From an optimization exercise on the open Yosys and OpenROAD flow, aimed at small area, a short achievable clock period and few clock cycles per item; shortcuts taken in it are not production practice. The RTL was checked by simulation tests, not by an equivalence proof against the original design. Power figures rest on the tool's default switching activity, not on a simulated workload.

[design/flow/config.mk]
export PLATFORM = sky130hd
export DESIGN_NAME = dp_imm_slice
export DESIGN_NICKNAME = dp_imm_slice
export VERILOG_FILES = /design/flow/design.v
export SDC_FILE = /design/flow/constraint.sdc
export NUM_CORES = 4
export LEC_CHECK = 0
export CAP_MARGIN = 20
export CORE_MARGIN = 2
export CORE_UTILIZATION = 45
export SLEW_MARGIN = 20
[design/flow/run.sh]
#!/bin/bash
# synth_recipe.tcl (not shown) runs the flow's synth.tcl, then flattens the netlist and writes it again
# the make line also repeats each setting of config.mk as NAME=value (left out here)
make -C /OpenROAD-flow-scripts/flow DESIGN_CONFIG=/design/flow/config.mk WORK_HOME=/design/flow/orfs CLKGATE_MAP_FILE= SYNTH_SCRIPT=/design/flow/synth_recipe.tcl finish
[design/flow/design.v]
`timescale 1ns/1ps
package dp_imm_pkg;
  typedef logic [64-1:0] word_t;
  typedef logic [31:0] inst_t;
  typedef logic [$clog2(32)-1:0] prn_t;   
  typedef logic [6-1:0] inst_id_t;   
  typedef enum logic [1:0] {
    IDLE,
    READ,
    EXEC,
    WRITE
  } issue_state_e;
endpackage
`timescale 1ns/1ps
module issue_fsm (
  input  logic                  fu,
  input  logic                  rst,
  input  logic                  issue,
  input  dp_imm_pkg::inst_t     inst,
  input  dp_imm_pkg::word_t     pc,
  input  dp_imm_pkg::prn_t      src_prn,
  input  dp_imm_pkg::prn_t      dst_prn,
  output logic                  ready,
  output logic                  accept,
  output logic                  rf_rd_en,
  output dp_imm_pkg::prn_t      rf_rd_prn,
  output logic                  fu_start,
  output logic                  wr_en,
  output dp_imm_pkg::inst_t     held_inst,
  output dp_imm_pkg::word_t     held_pc,
  output dp_imm_pkg::prn_t      held_dst
);
  dp_imm_pkg::issue_state_e state;
  always_ff @(posedge fu) begin
    if (rst) begin
      state <= dp_imm_pkg::IDLE;
    end else begin
      case (state)
        dp_imm_pkg::IDLE:    if (accept) state <= dp_imm_pkg::READ;
        dp_imm_pkg::READ:    state <= dp_imm_pkg::EXEC;   
        dp_imm_pkg::EXEC:    state <= dp_imm_pkg::WRITE;
        dp_imm_pkg::WRITE:   state <= dp_imm_pkg::IDLE;
        default: state <= dp_imm_pkg::IDLE;
      endcase
    end
  end
  always_ff @(posedge fu) begin
    if (accept) begin
      held_inst <= inst;
      held_pc   <= pc;
      held_dst  <= dst_prn;
      rf_rd_prn <= src_prn;
    end
  end
  assign ready    = (state == dp_imm_pkg::IDLE);
  assign accept   = issue && ready;
  assign rf_rd_en = (state == dp_imm_pkg::READ);
  assign fu_start = (state == dp_imm_pkg::EXEC);
  assign wr_en    = (state == dp_imm_pkg::WRITE);   
endmodule
`timescale 1ns/1ps
module inst_id_counter (
  input  logic                  fu,
  input  logic                  rst,
  input  logic                  accept,
  input  logic                  done,
  output dp_imm_pkg::inst_id_t  next_id,
  output logic [15:0]           retired
);
  always_ff @(posedge fu) begin
    if (rst) begin
      next_id <= '0;
      retired <= '0;
    end else if (done) begin
      next_id <= next_id + 1'b1;   
      if (retired != '1)
        retired <= retired + 1'b1;   
    end
  end
endmodule
`timescale 1ns/1ps
module phys_reg_file (
  input  logic                  fu,
  input  logic                  rst,
  input  logic                  rd_en,
  input  dp_imm_pkg::prn_t      rd_prn,
  output dp_imm_pkg::word_t     rd_data,
  input  logic                  wr_en,
  input  dp_imm_pkg::prn_t      wr_prn,
  input  dp_imm_pkg::word_t     wr_data
);
  dp_imm_pkg::word_t regs [32];
  always_ff @(posedge fu) begin
    if (rst) begin
      for (int i = 0; i < 32; i++) begin
        regs[i] <= '0;
      end
    end else if (wr_en) begin
      regs[wr_prn] <= wr_data;
    end
  end
  always_ff @(posedge fu) begin
    if (rst) begin
      rd_data <= '0;
    end else if (rd_en) begin
      rd_data <= regs[rd_prn];
    end
  end
endmodule
`timescale 1ns/1ps
module dp_imm_fu (
  input  logic                  fu,
  input  logic                  rst,
  input  logic                  start,
  input  dp_imm_pkg::inst_t     inst,
  input  dp_imm_pkg::word_t     pc,
  input  dp_imm_pkg::inst_id_t  id,
  input  dp_imm_pkg::prn_t      dst,
  input  dp_imm_pkg::word_t     src_data,
  output logic                  done,
  output dp_imm_pkg::inst_id_t  done_id,
  output dp_imm_pkg::prn_t      done_prn,
  output logic                  done_we,
  output dp_imm_pkg::word_t     done_data
);
  localparam logic [8:0] MOVK_OP = 9'b111100101;   
  localparam logic [8:0] MOVZ_OP = 9'b110100101;
  localparam logic [4:0] ADR_OP  = 5'b10000;       
  logic [1:0]  hw;
  logic [15:0] imm16;
  logic [20:0] imm21;
  dp_imm_pkg::word_t       adr_off;
  dp_imm_pkg::word_t       result;
  logic        valid_op;
  assign hw    = inst[22:21];
  assign imm16 = inst[20:5];
  assign imm21 = {inst[23:5], inst[30:29]};   
  assign adr_off = {{(64-21){imm21[20]}}, imm21};
  always_comb begin
    result   = '0;
    valid_op = 1'b0;
    if (inst[31:23] == MOVK_OP) begin
      result = src_data;   
      result[{hw, 4'b0000} +: 16] = imm16;
      valid_op = 1'b1;
    end else if (inst[31:23] == MOVZ_OP) begin
      result[{hw, 4'b0000} +: 16] = imm16;
      valid_op = 1'b1;
    end else if (inst[28:24] == ADR_OP) begin
      if (inst[31]) begin
        result = {pc[64-1:12], 12'b0} + (adr_off << 12);
      end else begin
        result = pc + adr_off;
      end
      valid_op = 1'b1;
    end
  end
  always_ff @(posedge fu) begin
    if (rst) begin
      done    <= 1'b0;
      done_we <= 1'b0;
    end else begin
      done <= start;   
      if (start)
        done_we <= valid_op;   
    end
  end
  always_ff @(posedge fu) begin
    if (start) begin
      done_id   <= id;
      done_prn  <= dst;
      done_data <= result;
    end
  end
endmodule
`timescale 1ns/1ps
module dp_imm_slice (
  input  logic                  fu,
  input  logic                  rst,
  input  logic                  issue,
  input  dp_imm_pkg::inst_t     inst,
  input  dp_imm_pkg::word_t     pc,
  input  dp_imm_pkg::prn_t      src_prn,
  input  dp_imm_pkg::prn_t      dst_prn,
  output logic                  ready,
  output logic                  done,
  output dp_imm_pkg::inst_id_t  done_id,
  output dp_imm_pkg::prn_t      done_prn,
  output logic                  done_we,
  output dp_imm_pkg::word_t     done_data,
  output logic [15:0]           retired
);
  logic     accept;
  logic     rf_rd_en;
  dp_imm_pkg::prn_t     rf_rd_prn;
  logic     fu_start;
  logic     wr_en;
  dp_imm_pkg::inst_t    held_inst;
  dp_imm_pkg::word_t    held_pc;
  dp_imm_pkg::prn_t     held_dst;
  dp_imm_pkg::word_t    rd_data;
  dp_imm_pkg::inst_id_t next_id;
  issue_fsm issue_fsm_inst (
    .fu(fu), .rst(rst), .issue(issue), .inst(inst), .pc(pc),
    .src_prn(src_prn), .dst_prn(dst_prn), .ready(ready), .accept(accept),
    .rf_rd_en(rf_rd_en), .rf_rd_prn(rf_rd_prn), .fu_start(fu_start),
    .wr_en(wr_en), .held_inst(held_inst), .held_pc(held_pc),
    .held_dst(held_dst)
  );
  inst_id_counter inst_id_counter_inst (
    .fu(fu), .rst(rst), .accept(accept), .done(done),
    .next_id(next_id), .retired(retired)
  );
  phys_reg_file phys_reg_file_inst (
    .fu(fu), .rst(rst), .rd_en(rf_rd_en), .rd_prn(rf_rd_prn),
    .rd_data(rd_data), .wr_en(wr_en && done_we), .wr_prn(done_prn),
    .wr_data(done_data)
  );
  dp_imm_fu dp_imm_fu_inst (
    .fu(fu), .rst(rst), .start(fu_start), .inst(held_inst), .pc(held_pc),
    .id(next_id), .dst(held_dst), .src_data(rd_data), .done(done),
    .done_id(done_id), .done_prn(done_prn), .done_we(done_we),
    .done_data(done_data)
  );
endmodule
[design/flow/constraint.sdc]
create_clock -name core_clock -period 5.0 [get_ports {fu}]
set_input_delay 1.0000 -clock core_clock [delete_from_list [all_inputs] [get_ports {fu}]]
set_output_delay 1.0000 -clock core_clock [all_outputs]
set_load 0.01 [all_outputs]
==> summary.txt <==
Run status
  – Status: no timing/DRC/antenna violations

Route
  – First-pass DRT Iterations: 7
  – Via-to-Cell Ratio: a little under 6
  – Drt wl/cell: approximately 32 µm
  – 1st-iter DRT viols: 7,222
  – Drt drc: 0
  – DRT antenna net count: 0
  – Final WL: about 340,000 µm
  – Via count: about 62,000

Worst setup path
  – Crit start category: register
  – Worst Path Class, Setup: reg2reg
  – Setup crit end kind: register
  – CP peak stage delay: ~0.63 ns
  – Critical path, cell by cell: ha_1 -> o21ai_0 -> o21ai_1 -> a21oi_1 -> o21ai_1 -> a21oi_1 -> a211oi_2 -> a31oi_1 -> o311ai_1 -> xnor2_1 -> o22ai_1
  – WP data required: about 5.6 ns
  – Top delay family on crit path: compound AO/OA/AOI/OAI gates
  – R2R Path Start: issue_fsm_inst.held_inst[6]
  – Crit-path slowest cell: edfxtp_1
  – RR Endpoint: dp_imm_fu_inst.done_data[58]
  – Reg2Reg Depth: 11
  – CP bufs+invs: 0
  – Flop-to-flop setup slack: roughly 0.77 ns
  – CP max FO: 5
  – Worst Path Arrival: 4.84 ns

Power and ir drop
  – Sw power: 11.8 mW
  – Pwr dens: roughly 380 mW/mm²
  – Clock group share of total power: between 30% and 40%
  – Internal Power: about 34 mW
  – Leakage: around 43 nW
  – Flop pwr share: slightly below 50%
  – Worst vdd ir: 0.325 mV
  – Switching share of power: between 20 and 30%
  – Comb pwr share: roughly 13%

Clock network
  – Worst-path clk slew: 0.06 ns
  – CTS root buf: clkbuf_16
  – CTS buffer count: approximately 240
  – Post-CTS Resized: 0
  – Setup repair bufs after CTS: 0
  – H-tree level count: 4
  – Clk sinks: roughly 2,300
  – CTS Hold Bufs: 0
  – Worst skew pair latency: approximately 0.93 ns
  – Max Buffers Root-to-Sink: 3
  – CTS tree: built

Place
  – DP HPWL: ~200,000 µm
  – DP Worst Slack: 0.927 ns
  – Area post-placement: about 0.11 mm²
  – IO Port Bufs: 197
  – Placer congestion estimate: between 0.9 and 1

Layout
  – Area grow syn2layout: 13.5%
  – Final Net Count: slightly above 7,000
  – Final instance area: approximately 0.12 mm²
  – Share of cells above drive strength 1: ~18%

Yosys
  – Synth warn: 4
  – Sequential fraction of the synthesis area: between 60 and 70%
  – Area of the mapped netlist: 0.107 mm²
  – Synth cell types: 80
  – Post-synth EDFFs: roughly 2,200
  – Cells after Synth: around 7,000
  – Yosys top cell by area: edfxtp_1
  – Flip-flop and latch count after synthesis: about 2,300
  – Syn_nets: between 7,000 and 8,000
  – Top post-synthesis cells by area: edfxtp_1, mux4_2, and2_1
  – Syn avg cell area: between 15 and 20 µm²
  – Commonest register cell after synthesis: edfxtp_1
  – FFs w/ async S/R, synth: 0%
  – Post-synth top area share: 62.4%

GRT
  – Total gr overflow: 0
  – Global-route wire length before repair: roughly 480,000 µm
  – Largest net degree at the start of global routing: 70
  – Vias in the first global route: around 63,000
  – Antenna violations before repair: 14
  – Total track usage: between 20% and 30%

Floorplanning
  – Initial core utilization: a little under half
  – Row count: ~180
  – Die X: 492 µm
  – Die Area: 0.242 mm²
  – CORE AREA: 0.237 mm²
  – Die height: ~490 µm
  – Boundary pin count: 203

STA
  – Final period utilization: a little over four fifths
  – Slew @ Worst Pin: around 1.2 ns
  – Clk_skew: 0.0510 ns
  – Relative slew margins: roughly a fifth
  – Highest Clock Rate: roughly 240 MHz
  – Worst setup margin: ~0.77 ns
  – Setup TNS: 0 ns
  – Pins Over Slew Limit: 0
  – RSZ-0062 raised after global routing: false
  – Fin crit period: approximately 4.2 ns
  – Fin. Hold Viols: 0
  – Final Setup Violations: 0

Worst hold path
  – Worst Hold Depth: 0
  – Hold WC Path Type: reg2reg
  – Hold endpoint: dp_imm_fu_inst.done_prn[1]
  – HP Start: issue_fsm_inst.held_dst[1]

Run
  – Max Cap Viol: 0
[through the flow]
stage | total power, mW | utilization [%] | hold WS, ns | instances
6_report | 45.8 | 51.2 | 0.419 | 10403
5_1_grt | 47.1 | 51.2 | 0.426 | 10398
4_1_cts | 46.0 | 51.2 | 0.380 | 10395
3_5_place_dp | 28.7 | 48.0 | 0.407 | 9948
3_3_place_gp | 28.7 | 48.0 | 0.402 | 9948
2_1_floorplan | 26.3 | - | 0.400 | 7003
[power by group through the flow]
| stage | clock network, mW | logic [mW] | registers [mW] |
|---|---|---|---|
| 2_1_floorplan | 0 | 3.64 | 22.7 |
| 3_3_place_gp | 0 | 5.80 | 22.9 |
| 3_5_place_dp | 0 | 5.79 | 22.9 |
| 4_1_cts | 17.7 | 5.81 | 22.5 |
| 5_1_grt | 18.4 | 6.14 | 22.6 |
| 6_report | 17.5 | 5.80 | 22.5 |
[metal layers]
layer,up-vias,routed length [µm],global-route usage (%)
li1,26104,-,-
met1,32792,136000,37.7
met2,2590,164000,45.6
met3,531,23100,3.70
met4,0,14400,11.1
met5,-,0,0
[cells in the mapped netlist, drive strengths merged, types with 23 or more instances]
| master | instances |
|---|---|
| a211oi | 77 |
| a21o | 27 |
| a21oi | 158 |
| a221oi | 24 |
| a22oi | 39 |
| and2 | 2056 |
| buf | 58 |
| clkbuf | 605 |
| dfxtp | 90 |
| edfxtp | 2224 |
| ha | 93 |
| inv | 34 |
| mux2i | 69 |
| mux4 | 640 |
| nand2 | 107 |
| nand3 | 23 |
| nand4 | 31 |
| nor2 | 208 |
| o21ai | 78 |
| o22ai | 32 |
| or2 | 41 |
| xnor2 | 49 |
| xor2 | 41 |
[worst max-delay path by stage]
| stage | start | endpoint | slack (ns) | cells after the start |
|---|---|---|---|---|
| floorplan | issue_fsm_inst.held_inst[23] | dp_imm_fu_inst.done_data[57] | 1.39 | 11 |
| global placement | issue_fsm_inst.held_inst[9] | dp_imm_fu_inst.done_data[58] | 0.92 | 11 |
| detailed placement | issue_fsm_inst.held_inst[9] | dp_imm_fu_inst.done_data[58] | 0.93 | 11 |
| CTS | issue_fsm_inst.held_inst[9] | dp_imm_fu_inst.done_data[58] | 0.90 | 11 |
| global route | issue_fsm_inst.held_inst[5] | dp_imm_fu_inst.done_data[53] | 0.65 | 11 |
| finish | issue_fsm_inst.held_inst[6] | dp_imm_fu_inst.done_data[58] | 0.77 | 11 |
[cells in the final DEF (no fill, tap or decap), drive strengths merged, types with 8 or more instances in the layout]
cell,instances
or3,8
nor2,208
clkbuf,317
a221oi,24
a21oi,158
ha,93
inv,42
o21a,15
nor2b,11
and2,2056
mux4,640
nand3,23
o22ai,32
a21o,27
o31ai,9
a211oi,77
edfxtp,2224
nor3,17
nand4,31
bufinv,12
xnor2,49
a22oi,39
nand2,107
buf,247
a31oi,21
dfxtp,90
o211ai,11
or2,41
mux2i,69
and3,16
clkdlybuf4s50,196
xor2,41
clkinv,106
o21ai,78
o21bai,21
[kinds of logic (layout without fill, tap and decap cells)]
kind of cell             Yosys count  in the layout  synth area share (%)
AO/OA/AOI/OAI                    557            557                  3.45
XOR/XNOR                          90             90                 0.736
adder cells (fa/ha/maj)           95             95                  1.12
buffers and inverters            698            925                  2.45
flip-flops                      2314           2314                  64.0
multiplexers                     709            709                  14.1
other                              0              6                     0
AND/OR/NAND/NOR                 2540           2540                  14.1
[flip-flops by register name, summed over array words and instances (netlist names), 6 cells and up]
| signal | cells |
|---|---|
| inst_id_counter_inst.next_id | 6 |
| dp_imm_fu_inst.done_id | 6 |
| phys_reg_file_inst.regs | 2048 |
| inst_id_counter_inst.retired | 16 |
| issue_fsm_inst.held_pc | 64 |
| issue_fsm_inst.held_inst | 27 |
| phys_reg_file_inst.rd_data | 64 |
| dp_imm_fu_inst.done_data | 64 |
[cell type report]
type | count | area, µm²
antenna | 6 | 15.0
multi-input combinational | 3991 | 36300
fill | 19524 | 116000
clock buffer | 317 | 6450
clock inverter | 130 | 1160
sequential | 2314 | 68600
timing repair buffer | 443 | 4960
tap | 3167 | 3960
inverter | 35 | 136
Testbench counts, summed over its fixed seeds: cycles 48,000, items 12,000.

re-timing with driven ports:
The flow's constraints put no driver on any port. The routed layout listed below was extracted and timed again, unchanged, in two steps. Step 1: set_driving_cell puts a clkbuf_16 on fu and a buf_2 on each other input, an assumption about the parent block. Step 2, shift: input delay + t, output delay - t, t = (earliest + latest rising clock arrival at the registers) / 2. This alone moves slack from input paths to output paths. a / b / c = ideal / step 1 / step 2; a / b = the first two.
t, ns: 0.988
slack for setup (ns): 0.766 / 0.766 / 0.766
worst register clock-pin slew, ns: 0.07 / 0.07
After both steps this run still meets setup and hold. The setup slack of this run moves by 0.000 ns with the drivers and by 0.000 ns with both steps.
